Context: an optimization exercise on an open-source flow, tuned for small area, a short achievable clock period and few clock cycles. The choices shown serve that exercise and are no tape-out recipe. At most, simulation tests tie the RTL to the original design; equivalence was not proved. Power figures rest on the tool's default switching activity, not on a simulated workload.

## job 103
==> flow/design.v (excerpt) <==
module mul16_top (
  input  logic        clk,
  input  logic        rst,
  input  logic        wb_cyc,
  input  logic        wb_stb,
  input  logic        wb_we,
  input  logic [1:0]  wb_adr,
  input  logic [31:0] wb_dat_w,
  output logic [31:0] wb_dat_r,
  output logic        wb_ack
);
  logic        req;
  logic        accept;
  logic        busy_q;
  logic        done_q;
  logic [3:0]  ph_q;
  logic        rd_ops_q;
  logic        rd_prod_q;
  logic        rd_stat_q;
  logic [15:0] a;
  logic [15:0] b;
  logic [17:0] a3;
  logic [17:0] a3_in;
  logic [3:0]  nib;
  logic [1:0]  s1_q;
  logic [1:0]  s2_q;
  logic [1:0]  s3_q;
  logic [31:0] acc_q;
  logic [19:0] row_a;
  logic [19:0] row_b;
  logic [19:0] cg0;
  logic [19:0] cp0;
  logic [19:0] mac;
  logic pp1;
  logic pp2;
  logic pp3;
  logic pp4;
  logic pp5;
  logic pp6;
  logic pp7;
  logic pp8;
  logic pp9;
  logic pp10;
  logic pp11;
  logic pp12;
  logic pp13;
  logic pp14;
  logic pp15;
  logic pp16;
  logic pp17;
  logic pp18;
  logic pp19;
  logic pp20;
  logic pp21;
  logic pp22;
  logic pp23;
  logic pp24;
  logic pp25;
  logic pp26;
  logic pp27;
  logic pp28;
  logic pp29;
  logic pp30;
  logic pp31;
  logic pp32;
  logic pp33;
  logic pp34;
  logic pp35;
  logic pp36;
  logic ah37;
  logic ah38;
  logic ah39;
  logic ah40;
  logic ah41;
  logic ah42;
  logic ah43;
  logic ah44;
  logic ah45;
  logic ah46;
  logic ah47;
  logic ah48;
  logic ah49;
  logic ah50;
  logic ah51;
  logic ah52;
  logic hs53;
  logic hc54;
  logic fs55;
  logic fc56;
  logic fs57;
  logic fc58;
  logic fs59;
  logic fc60;
  logic fs61;
  logic fc62;
  logic fs63;
  logic fc64;
  logic fs65;
  logic fc66;
  logic fs67;
  logic fc68;
  logic fs69;
  logic fc70;
  logic fs71;
  logic fc72;
  logic fs73;
  logic fc74;
  logic fs75;
  logic fc76;
  logic fs77;
  logic fc78;
  logic fs79;
  logic fc80;
  logic hs81;
  logic hc82;
  logic hs83;
  logic hc84;
  logic xg1;
  logic xg2;
  logic xp2;
  logic xg3;
  logic xp3;
  logic xg4;
  logic xp4;
  logic xg5;
  logic xp5;
  logic xg6;
  logic xp6;
  logic xg7;
  logic xp7;
  logic xg8;
  logic xp8;
  logic xg9;
  logic xp9;
  logic xg10;
  logic xp10;
  logic xg11;
  logic xp11;
  logic xg12;
  logic xp12;
  logic xg13;
  logic xp13;
  logic xg14;
  logic xp14;
  logic xg15;
  ...
Settings: LEC_CHECK=0, CAP_MARGIN=20, CORE_MARGIN=2, CORE_UTILIZATION=40, SETUP_SLACK_MARGIN=2.0, SLEW_MARGIN=20; clock period 6.5 ns.
standard.sh (not shown) runs the stock make flow with config.mk's settings and CLKGATE_MAP_FILE= SYNTH_SCRIPT=/design/flow/synth_recipe.tcl, a recipe that flattens the netlist after the stock synthesis.
==> flow/flow/run.sh <==
#!/bin/bash
# The standard layout (standard.sh) with two changes:
#  - ports are buffered with sky130_fd_sc_hd__buf_1 instead of the delay
#    buffer that buffer_ports picks by default;
#  - CTS uses small clock buffers and no dummy loads (the tree feeds ~80 flops).
# All tool output goes to standard_flow.log (and ORFS's own logs under orfs/).
set -euo pipefail
export BUFFER_PORTS_ARGS="-buffer_cell sky130_fd_sc_hd__buf_1"
export CTS_ARGS="-sink_clustering_enable -repair_clock_nets -dont_use_dummy_load -buf_list {sky130_fd_sc_hd__clkbuf_4 sky130_fd_sc_hd__clkbuf_8} -root_buf sky130_fd_sc_hd__clkbuf_8"
bash standard.sh "BUFFER_PORTS_ARGS=$BUFFER_PORTS_ARGS" "CTS_ARGS=$CTS_ARGS" finish > standard_flow.log 2>&1
Job 103 completed end to end with timing, DRC and antenna clean.
Testbench counts of job 103, summed over its fixed seeds: cycles 25,600.
Setup changes, job 103 to job 102
diff --git a/flow/design.v b/flow/design.v
--- a/flow/design.v
+++ b/flow/design.v
@@ -344,30 +344,46 @@
   assign ah46 = acc_q[25] & ~ph_q[0];
   assign ah47 = acc_q[26] & ~ph_q[0];
   assign ah48 = acc_q[27] & ~ph_q[0];
   assign ah49 = acc_q[28] & ~ph_q[0];
   assign ah50 = acc_q[29] & ~ph_q[0];
   assign ah51 = acc_q[30] & ~ph_q[0];
   assign ah52 = acc_q[31] & ~ph_q[0];
-  assign {hc54, hs53} = {1'b0, pp3} + {1'b0, pp19};
-  assign {fc56, fs55} = {1'b0, pp4} + {1'b0, pp20} + {1'b0, ah40};
-  assign {fc58, fs57} = {1'b0, pp5} + {1'b0, pp21} + {1'b0, ah41};
-  assign {fc60, fs59} = {1'b0, pp6} + {1'b0, pp22} + {1'b0, ah42};
-  assign {fc62, fs61} = {1'b0, pp7} + {1'b0, pp23} + {1'b0, ah43};
-  assign {fc64, fs63} = {1'b0, pp8} + {1'b0, pp24} + {1'b0, ah44};
-  assign {fc66, fs65} = {1'b0, pp9} + {1'b0, pp25} + {1'b0, ah45};
-  assign {fc68, fs67} = {1'b0, pp10} + {1'b0, pp26} + {1'b0, ah46};
-  assign {fc70, fs69} = {1'b0, pp11} + {1'b0, pp27} + {1'b0, ah47};
-  assign {fc72, fs71} = {1'b0, pp12} + {1'b0, pp28} + {1'b0, ah48};
-  assign {fc74, fs73} = {1'b0, pp13} + {1'b0, pp29} + {1'b0, ah49};
-  assign {fc76, fs75} = {1'b0, pp14} + {1'b0, pp30} + {1'b0, ah50};
-  assign {fc78, fs77} = {1'b0, pp15} + {1'b0, pp31} + {1'b0, ah51};
-  assign {fc80, fs79} = {1'b0, pp16} + {1'b0, pp32} + {1'b0, ah52};
-  assign {hc82, hs81} = {1'b0, pp17} + {1'b0, pp33};
-  assign {hc84, hs83} = {1'b0, pp18} + {1'b0, pp34};
+  assign hs53 = pp3 ^ pp19;
+  assign hc54 = pp3 & pp19;
+  assign fs55 = pp4 ^ pp20 ^ ah40;
+  assign fc56 = (pp4 & pp20) | (ah40 & (pp4 ^ pp20));
+  assign fs57 = pp5 ^ pp21 ^ ah41;
+  assign fc58 = (pp5 & pp21) | (ah41 & (pp5 ^ pp21));
+  assign fs59 = pp6 ^ pp22 ^ ah42;
+  assign fc60 = (pp6 & pp22) | (ah42 & (pp6 ^ pp22));
+  assign fs61 = pp7 ^ pp23 ^ ah43;
+  assign fc62 = (pp7 & pp23) | (ah43 & (pp7 ^ pp23));
+  assign fs63 = pp8 ^ pp24 ^ ah44;
+  assign fc64 = (pp8 & pp24) | (ah44 & (pp8 ^ pp24));
+  assign fs65 = pp9 ^ pp25 ^ ah45;
+  assign fc66 = (pp9 & pp25) | (ah45 & (pp9 ^ pp25));
+  assign fs67 = pp10 ^ pp26 ^ ah46;
+  assign fc68 = (pp10 & pp26) | (ah46 & (pp10 ^ pp26));
+  assign fs69 = pp11 ^ pp27 ^ ah47;
+  assign fc70 = (pp11 & pp27) | (ah47 & (pp11 ^ pp27));
+  assign fs71 = pp12 ^ pp28 ^ ah48;
+  assign fc72 = (pp12 & pp28) | (ah48 & (pp12 ^ pp28));
+  assign fs73 = pp13 ^ pp29 ^ ah49;
+  assign fc74 = (pp13 & pp29) | (ah49 & (pp13 ^ pp29));
+  assign fs75 = pp14 ^ pp30 ^ ah50;
+  assign fc76 = (pp14 & pp30) | (ah50 & (pp14 ^ pp30));
+  assign fs77 = pp15 ^ pp31 ^ ah51;
+  assign fc78 = (pp15 & pp31) | (ah51 & (pp15 ^ pp31));
+  assign fs79 = pp16 ^ pp32 ^ ah52;
+  assign fc80 = (pp16 & pp32) | (ah52 & (pp16 ^ pp32));
+  assign hs81 = pp17 ^ pp33;
+  assign hc82 = pp17 & pp33;
+  assign hs83 = pp18 ^ pp34;
+  assign hc84 = pp18 & pp34;
   assign row_a = {pp36, pp35, hc82, fc80, fc78, fc76, fc74, fc72, fc70, fc68, fc66, fc64, fc62, fc60, fc58, fc56, hc54, ah39, pp2, pp1};
   assign row_b = {1'b0, hc84, hs83, hs81, fs79, fs77, fs75, fs73, fs71, fs69, fs67, fs65, fs63, fs61, fs59, fs57, fs55, hs53, ah38, ah37};
   assign cg0 = row_a & row_b;
   assign cp0 = row_a ^ row_b;
   assign xg1 = cg0[1] | (cp0[1] & cg0[0]);
   assign xg2 = cg0[2] | (cp0[2] & cg0[1]);
   assign xp2 = cp0[2] & cp0[1];
## What came out
Job 102 did not stop at any stage, and its layout met the timing, design-rule and antenna checks. [compare] base=job 103 new=job 102: count of cell instances traversed by the critical path now larger; leakage power total now larger; via count now smaller; final period demand of the worst path now larger. Power consumption, job 102 and job 103: lower on job 102.
No functional check of the RTL was part of job 102.

port drivers added, routing unchanged:
Ports are ideal in the flow. The routed layouts listed here were re-timed in OpenROAD. Step 1, drivers: a clkbuf_16 drives clk and a buf_2 each remaining input, both assumed. Step 2 times the ports against the registers' clock, not the clock port: input delays grow and output delays shrink by t, the midpoint of the rising clock arrivals with the driver on. Slacks: no drivers / after step 1 / after step 2; pairs: no drivers / after step 1.
| run | t, ns | setup slack, ns | worst hold slack (ns) |
|---|---|---|---|
| job 103 | 0.397 | 3.145 / 3.145 / 2.983 | 0.462 / 0.462 / 0.462 |
| job 102 | 0.395 | 2.731 / 2.731 / 2.731 | 0.444 / 0.444 / 0.444 |
After both steps every run listed still meets setup and hold. For job 103, which loses most, drivers alone change the setup slack by 0.000 ns; drivers and shift together by -0.162 ns.
